Source: an optimization exercise on an open RTL-to-GDS flow (aim: small area and a short achievable clock period). Production flows keep margins and buffers that such runs may drop. RTL that was checked went through simulation tests only; none was proved equivalent to the original. No activity file was given, so power comes from the tool's default toggle rates. The clock port is modelled as an ideal driver; clocking choices that lean on that would not hold on a real chip.

==> inputs of run F <==
==> flow/design.v (excerpt) <==
module router_lpm_mc #(
   parameter int unsigned N_CH   = 4,
   parameter int unsigned DEPTH  = 16,
   parameter int unsigned PORT_W = 16,
   parameter int unsigned IP_W   = 32,
   localparam int unsigned CH_W  = (N_CH > 1) ? $clog2(N_CH) : 1,
   localparam int unsigned IDX_W = (DEPTH > 1) ? $clog2(DEPTH) : 1
) (
   input  logic                 clk,
   input  logic                 rst,
   input  logic [N_CH-1:0]      lkp_valid,
   output logic [N_CH-1:0]      lkp_ready,
   input  logic [N_CH*IP_W-1:0] lkp_dst_ip,
   output logic                 resp_valid,
   input  logic                 resp_ready,
   output logic [CH_W-1:0]      resp_ch,
   output logic                 resp_found,
   output logic                 resp_is_default,
   output logic [IDX_W-1:0]     resp_idx,
   output logic [PORT_W-1:0]    resp_out_port,
   output logic [IP_W-1:0]      resp_next_hop_ip,
   input  logic                 cfg_wr,
   input  logic [IDX_W-1:0]     cfg_idx,
   input  logic                 cfg_entry_valid,
   input  logic [IP_W-1:0]      cfg_prefix,
   input  logic [5:0]           cfg_prefix_len,
   input  logic [PORT_W-1:0]    cfg_out_port,
   input  logic [IP_W-1:0]      cfg_next_hop_ip,
   input  logic                 cfg_clear,
   output logic [31:0]          stat_lookups,
   output logic [31:0]          stat_misses
);
   localparam int unsigned DW = PORT_W + IP_W;    
   logic [IP_W-1:0] tbl_prefix_q [DEPTH];
   logic [5:0]      tbl_len_q    [DEPTH];
   logic [DW-1:0]   tbl_data_q   [DEPTH];
   logic       tbl_kill;
  ...
export LEC_CHECK = 0
export ABC_AREA = 1
export CAP_MARGIN = 20
export CORE_MARGIN = 2
export CORE_UTILIZATION = 55
export PLACE_DENSITY = 0.7
export SLEW_MARGIN = 20
export BUFFER_PORTS_ARGS = -buffer_cell sky130_fd_sc_hd__buf_2
export CTS_ARGS = -sink_clustering_enable -repair_clock_nets -buf_list {sky130_fd_sc_hd__clkbuf_16} -root_buf sky130_fd_sc_hd__clkbuf_16 -sink_clustering_size 24 -sink_clustering_max_diameter 70 -dont_use_dummy_load
create_clock -name core_clock -period 29.0 [get_ports {clk}]
standard.sh (not shown) runs the stock make flow with config.mk's settings and CLKGATE_MAP_FILE= SYNTH_SCRIPT=/design/flow/synth_recipe.tcl, a recipe that flattens the netlist after the stock synthesis.
==> flow/flow/run.sh <==
#!/bin/bash
# Layout flow: the standard flow (standard.sh), with two changes.
#  1. Synthesis runs ORFS's own synthesis script except for the final ABC mapping: the
#     combinational cone of the lkp_ready outputs is mapped first, on its own, with a
#     speed script (abc_fast.script); the rest is then mapped with an area script
#     (abc_area.script) and without the half-adder extraction step. The registers come out
#     of the same steps as in the standard synthesis.
#  2. extra.mk adds ORFS settings: the port buffer cell and the clock tree options.
# Each step's full output goes to a log file here; ORFS's own logs are under orfs/logs.
set -euo pipefail
WORK=$(pwd)
FL=$WORK/flow

# synth_core.tcl: ORFS's synth.tcl with the abc call replaced as described above
python3 - "$FLOW_HOME/scripts/synth.tcl" "$WORK/synth_core.tcl" <<'PY'
import sys
s = open(sys.argv[1]).read()
old = "  log_cmd abc {*}$abc_args\n"
assert s.count(old) == 1
new = """  select -set my_cone o:lkp_ready %cie* {t:$_*_} %i
  select -count @my_cone
  log_cmd abc -script $::env(MY_FAST_SCRIPT) {*}$lib_args {*}$lib_dont_use_args \\
    -constr $::env(OBJECTS_DIR)/abc.constr @my_cone
  log_cmd abc -script $::env(MY_ABC_SCRIPT) {*}$lib_args {*}$lib_dont_use_args \\
    -constr $::env(OBJECTS_DIR)/abc.constr
"""
open(sys.argv[2], "w").write(s.replace(old, new))
PY

cat "$FL/extra.mk" >> config.mk

sed "s#SYNTH_SCRIPT=[^ ]*#SYNTH_SCRIPT=$FL/my_synth.tcl MY_FLOW_DIR=$WORK MY_ABC_SCRIPT=$FL/abc_area.script MY_FAST_SCRIPT=$FL/abc_fast.script#" \
    standard.sh > my_standard.sh
grep -q "MY_ABC_SCRIPT" my_standard.sh

bash my_standard.sh synth ADDER_MAP_FILE= > synth.log 2>&1
bash my_standard.sh finish > layout.log 2>&1
test -f out/final.def
==> flow/flow/abc_area.script <==
strash
&get -n
&fraig -x
&put
scorr
dc2
strash
&get -n
&dch -f
&nf -p -R 1000 -F 8
&put
==> flow/flow/abc_fast.script <==
strash
&get -n
&st
&syn2
&if -g -K 6
&synch2
&nf
&put
buffer -c
topo
upsize -c
dnsize -c
==> flow/flow/extra.mk <==
export BUFFER_PORTS_ARGS = -buffer_cell sky130_fd_sc_hd__buf_2
export CTS_ARGS = -sink_clustering_enable -repair_clock_nets -buf_list {sky130_fd_sc_hd__clkbuf_16} -root_buf sky130_fd_sc_hd__clkbuf_16 -sink_clustering_size 24 -sink_clustering_max_diameter 70 -dont_use_dummy_load
==> flow/flow/my_synth.tcl <==
# synth_recipe.tcl with this flow's copy of the ORFS synthesis script (synth_core.tcl, made by
# run.sh), which differs from the original only in its ABC mapping script.
proc synth {args} { yosys synth -nofsm -noshare {*}$args }
source $::env(MY_FLOW_DIR)/synth_core.tcl
# left out here: clear keep_hierarchy, flatten, clean up, hide names made inside functions, write 1_2_yosys.v
==> run P (differences from run F) <==
--- a/flow/design.v
+++ b/flow/design.v
@@ -47,56 +47,47 @@
          if (we) begin
             tbl_prefix_q[i] <= cfg_prefix;
             tbl_data_q[i]   <= {cfg_out_port, cfg_next_hop_ip};
          end
       end
    end
-   logic            stall, grant_vld;
-   logic [CH_W-1:0] rr_q, rr_next;
-   logic [N_CH-1:0] gnt;
-   assign stall     = resp_valid & ~resp_ready;
-   assign grant_vld = |lkp_valid;
+   logic            stall, accept, grant_vld;
+   logic [CH_W-1:0] grant, rr_q;
+   assign stall  = resp_valid & ~resp_ready;
+   assign accept = grant_vld & ~stall;
    always_comb begin
-      logic [N_CH-1:0] ahead;
-      for (int unsigned c = 0; c < N_CH; c++) begin
-         for (int unsigned j = 0; j < N_CH; j++)
-            ahead[j] = (CH_W'(CH_W'(j) - rr_q) < CH_W'(CH_W'(c) - rr_q));
-         gnt[c] = lkp_valid[c] & ~|(ahead & lkp_valid);
+      logic [CH_W-1:0] c;
+      grant     = '0;
+      grant_vld = 1'b0;
+      for (int unsigned k = 0; k < N_CH; k++) begin
+         c = rr_q + CH_W'(k);
+         if (!grant_vld && lkp_valid[c]) begin
+            grant_vld = 1'b1;
+            grant     = c;
+         end
       end
    end
-   assign lkp_ready = stall ? '0 : gnt;
    always_comb begin
-      rr_next = '0;
-      for (int unsigned c = 0; c < N_CH; c++)
-         if (gnt[c]) rr_next = rr_next | CH_W'(c + 1);
-   end
-   logic [CH_W-1:0] gnt_ch;
-   logic [IP_W-1:0] gnt_ip;
-   always_comb begin
-      gnt_ch = '0;
-      for (int unsigned c = 0; c < N_CH; c++)
-         if (gnt[c]) gnt_ch = gnt_ch | CH_W'(c);
-   end
-   always_comb begin
-      gnt_ip = '0;
-      for (int unsigned c = 0; c < N_CH; c++)
-         if (gnt_ch == CH_W'(c)) gnt_ip = lkp_dst_ip[c * IP_W +: IP_W];
+      lkp_ready = '0;
+      if (accept) lkp_ready[grant] = 1'b1;
    end
    logic            s1_valid_q;
-   logic [CH_W-1:0] s1_ch;
+   logic [CH_W-1:0] s1_ch_q;
    logic [IP_W-1:0] s1_ip_q;
-   assign s1_ch = rr_q - 1'b1;
    always_ff @(posedge clk) begin
       if (rst) begin
          rr_q       <= '0;
          s1_valid_q <= 1'b0;
       end else if (!stall) begin
          s1_valid_q <= grant_vld;
-         if (grant_vld) rr_q <= rr_next;
+         if (grant_vld) rr_q <= grant + 1'b1;
       end
-      if (!stall && grant_vld) s1_ip_q <= gnt_ip;
+      if (!stall) begin
+         s1_ch_q <= grant;
+         s1_ip_q <= lkp_dst_ip[grant * IP_W +: IP_W];
+      end
    end
    logic [DEPTH-1:0] match;
    for (genvar i = 0; i < DEPTH; i++) begin : g_match
       logic [5:0]      len;
       logic [IP_W-1:0] diff;
       logic [3:0]      full, part, miss;
@@ -119,30 +110,25 @@
             end
             miss[a] = (full[a] & any_d) | (part[a] & lead_d);
          end
       end
       assign match[i] = ~(len[5] & len[0]) & ~|miss;
    end
-   function automatic logic len_gt(input logic [5:0] a, input logic [5:0] b);
-      len_gt = 1'b0;
-      for (int unsigned k = 0; k < 6; k++)
-         len_gt = (a[k] & ~b[k]) | (~(a[k] ^ b[k]) & len_gt);
-   endfunction
    localparam int unsigned NN = 2 * DEPTH - 1;
    logic             t_hit [NN];
    logic             t_win [NN];
    logic [5:0]       t_len [NN];
    logic [IDX_W-1:0] t_idx [NN];
    for (genvar i = 0; i < DEPTH; i++) begin : g_leaf
       assign t_hit[DEPTH-1+i] = match[i];
       assign t_len[DEPTH-1+i] = tbl_len_q[i];
       assign t_idx[DEPTH-1+i] = IDX_W'(i);
    end
    for (genvar n = DEPTH - 2; n >= 0; n--) begin : g_node
       logic pick_b;
-      assign pick_b       = t_hit[2*n+2] & (~t_hit[2*n+1] | len_gt(t_len[2*n+2], t_len[2*n+1]));
+      assign pick_b       = t_hit[2*n+2] & (~t_hit[2*n+1] | (t_len[2*n+2] > t_len[2*n+1]));
       assign t_hit[n]     = t_hit[2*n+1] | t_hit[2*n+2];
       assign t_len[n]     = pick_b ? t_len[2*n+2] : t_len[2*n+1];
       assign t_idx[n]     = pick_b ? t_idx[2*n+2] : t_idx[2*n+1];
       assign t_win[2*n+1] = t_win[n] & ~pick_b;
       assign t_win[2*n+2] = t_win[n] & pick_b;
    end
@@ -158,14 +144,14 @@
    logic [IDX_W-1:0] resp_idx_q;
    logic [DW-1:0]    resp_dat_q;
    logic [31:0]      stat_lookups_q, stat_misses_q;
    always_ff @(posedge clk) begin
       if (rst)         resp_valid_q <= 1'b0;
       else if (!stall) resp_valid_q <= s1_valid_q;
-      if (!stall && s1_valid_q) begin
-         resp_ch_q    <= s1_ch;
+      if (!stall) begin
+         resp_ch_q    <= s1_ch_q;
          resp_found_q <= t_hit[0];
          resp_dflt_q  <= t_hit[0] & (t_len[0] == 6'd0);
          resp_idx_q   <= t_idx[0];
          resp_dat_q   <= win_dat;
       end
    end
==> flow/flow/run.sh (replaced) <==
#!/bin/bash
set -e
bash standard.sh finish > standard.log 2>&1
BUFFER_PORTS_ARGS = not set   (was -buffer_cell sky130_fd_sc_hd__buf_2)
CORE_UTILIZATION = 40   (was 55)
CTS_ARGS = not set   (was -sink_clustering_enable -repair_clock_nets -buf_list {sky130_fd_sc_hd__clkbuf_16} -root_buf sky130_fd_sc_hd__clkbuf_16 -sink_clustering_size 24 -sink_clustering_max_diameter 70 -dont_use_dummy_load)
PLACE_DENSITY = 0.6   (was 0.7)
removed: flow/flow/abc_area.script
removed: flow/flow/abc_fast.script
removed: flow/flow/extra.mk
removed: flow/flow/my_synth.tcl
==> run X (differences from run F) <==
--- a/flow/design.v
+++ b/flow/design.v
@@ -90,13 +90,13 @@
          rr_q       <= '0;
          s1_valid_q <= 1'b0;
       end else if (!stall) begin
          s1_valid_q <= grant_vld;
          if (grant_vld) rr_q <= rr_next;
       end
-      if (!stall && grant_vld) s1_ip_q <= gnt_ip;
+      if (!stall) s1_ip_q <= gnt_ip;
    end
    logic [DEPTH-1:0] match;
    for (genvar i = 0; i < DEPTH; i++) begin : g_match
       logic [5:0]      len;
       logic [IP_W-1:0] diff;
       logic [3:0]      full, part, miss;
@@ -158,13 +158,13 @@
    logic [IDX_W-1:0] resp_idx_q;
    logic [DW-1:0]    resp_dat_q;
    logic [31:0]      stat_lookups_q, stat_misses_q;
    always_ff @(posedge clk) begin
       if (rst)         resp_valid_q <= 1'b0;
       else if (!stall) resp_valid_q <= s1_valid_q;
-      if (!stall && s1_valid_q) begin
+      if (!stall) begin
          resp_ch_q    <= s1_ch;
          resp_found_q <= t_hit[0];
          resp_dflt_q  <= t_hit[0] & (t_len[0] == 6'd0);
          resp_idx_q   <= t_idx[0];
          resp_dat_q   <= win_dat;
       end
==> flow/flow/run.sh (replaced) <==
#!/bin/bash
# Layout flow: the standard flow, with
#  - synthesis mapped by this flow's ABC script (area oriented, no delay target); the
#    registers come out of the standard steps unchanged,
#  - extra ORFS settings appended to config.mk (port buffer cell, clock tree options).
# Each step's full output goes to a log file here; ORFS's own logs are under orfs/logs.
set -euo pipefail
WORK=$(pwd)
FL=$WORK/flow

# synth_core.tcl: ORFS's synth.tcl with its abc call pointed at this flow's script
python3 - "$FLOW_HOME/scripts/synth.tcl" "$WORK/synth_core.tcl" <<'PY'
import sys
s = open(sys.argv[1]).read()
old = "  log_cmd abc {*}$abc_args\n"
assert s.count(old) == 1
new = ("  set my_abc_args [list -script $::env(MY_ABC_SCRIPT) {*}$lib_args {*}$lib_dont_use_args \\\n"
       "    -constr $::env(OBJECTS_DIR)/abc.constr]\n"
       "  log_cmd abc {*}$my_abc_args\n")
open(sys.argv[2], "w").write(s.replace(old, new))
PY

cat "$FL/extra.mk" >> config.mk

sed "s#SYNTH_SCRIPT=[^ ]*#SYNTH_SCRIPT=$FL/my_synth.tcl MY_FLOW_DIR=$WORK MY_ABC_SCRIPT=$FL/abc_area.script#" \
    standard.sh > my_standard.sh
grep -q "MY_ABC_SCRIPT" my_standard.sh

bash my_standard.sh synth > synth.log 2>&1
bash my_standard.sh finish > layout.log 2>&1
test -f out/final.def
==> flow/flow/abc_area.script (replaced) <==
strash
&get -n
&fraig -x
&put
scorr
dc2
strash
&get -n
&dch -f
&nf
&put
==> flow/flow/extra.mk (replaced) <==
export BUFFER_PORTS_ARGS = -buffer_cell sky130_fd_sc_hd__buf_2
export CTS_ARGS = -sink_clustering_enable -repair_clock_nets -buf_list {sky130_fd_sc_hd__clkbuf_16} -root_buf sky130_fd_sc_hd__clkbuf_16 -sink_clustering_size 30 -sink_clustering_max_diameter 80 -dont_use_dummy_load
CTS_ARGS = -sink_clustering_enable -repair_clock_nets -buf_list {sky130_fd_sc_hd__clkbuf_16} -root_buf sky130_fd_sc_hd__clkbuf_16 -sink_clustering_size 30 -sink_clustering_max_diameter 80 -dont_use_dummy_load   (was -sink_clustering_enable -repair_clock_nets -buf_list {sky130_fd_sc_hd__clkbuf_16} -root_buf sky130_fd_sc_hd__clkbuf_16 -sink_clustering_size 24 -sink_clustering_max_diameter 70 -dont_use_dummy_load)
removed: flow/flow/abc_fast.script
==> comparison table <==
| metric | run P | run X | run F |
|---|---|---|---|
| Worst reg2reg path depth | 51 | 43 | 41 |
| Combinational cell power | 0.00174 W | 0.000589 W | 0.000624 W |
| Wire length of the first global-routing pass | 382000 um | 293000 um | 283000 um |
| Max incr delay on CP | 0.55 ns | 0.49 ns | 0.28 ns |
| Clock network power | 0.00212 W | 0.00102 W | 0.00122 W |
| Sequential Area | 45400 um^2 | 45300 um^2 | 45300 um^2 |
| Area enclosed by the die boundary | 192000 um^2 | 118000 um^2 | 116000 um^2 |
| Well-tap cell count | 2495 | 1512 | 1500 |
| R2r setup slk | 16.93 ns | 17.08 ns | 16.95 ns |
| Routed met2 length | 125000 um | 96200 um | 91500 um |
| Non-clock buffers, area share | 5.19% | 3.77% | 3.63% |
| Count of filler cells inserted in the layout | 17500 | 8789 | 8289 |
| Sequential element share of the synthesized area | 60.3% | 71.6% | 72.6% |
| Multi-input gate area in the final layout | 25100 um^2 | 17900 um^2 | 17000 um^2 |
| Number of enable-type register cells in the synthesized netlist | 1466 | 1464 | 1464 |
| Complex-gate fraction of the synthesized area | 2.61% | 11.4% | 10.5% |
| Status | timing/DRC/antenna clean | timing/DRC/antenna clean | timing/DRC/antenna clean |
| Arrival time worst endpoint | 9.18 ns | 7.21 ns | 6.65 ns |
| Most frequent cell after synthesis | nand2_1 | edfxtp_1 | edfxtp_1 |
| Overall via count from detail_route | 59700 | 43000 | 42400 |
| Multi-input gate count | 5386 | 2535 | 2470 |
| GRT Overall Usage | 27.4% | 35.3% | 34.4% |
| Number of different library cells in the post-synthesis netlist | 55 | 70 | 71 |
The RTL of run X was laid out without a check of its function.

## port drivers added, routing unchanged
The flow's constraints put no driver on any port. The routed layouts listed below were extracted and timed again, unchanged, in two steps. Step 1 assumes that a clkbuf_16 drives the clock port and a buf_2 every other input. Step 2 moves the port delays by t, midway between the first and last clock arrival at a register: inputs arrive t later, outputs are due t later. That takes back most of the time a late clock gives input paths. a / b / c = ideal ports / drivers / drivers and shift; a / b = the first two.
| run | shift t [ns] | setup slack, ns | worst setup path after step 2 | latest minus earliest clock arrival (ns) | slew at the worst register clock pin (ns) |
|---|---|---|---|---|---|
| run F | 0.750 | 16.549 / 16.530 / 16.530 | input to output | 0.108 / 0.108 | 0.10 / 0.10 |
| run P | 0.901 | 14.021 / 13.994 / 13.994 | input to output | 0.062 / 0.063 | 0.06 / 0.06 |
| run X | 0.790 | 15.994 / 15.976 / 15.976 | input to output | 0.071 / 0.071 | 0.12 / 0.12 |
After both steps setup and hold are still met in every run listed. For run P, which loses most, drivers alone change the setup slack by -0.027 ns; drivers and shift together by -0.027 ns.
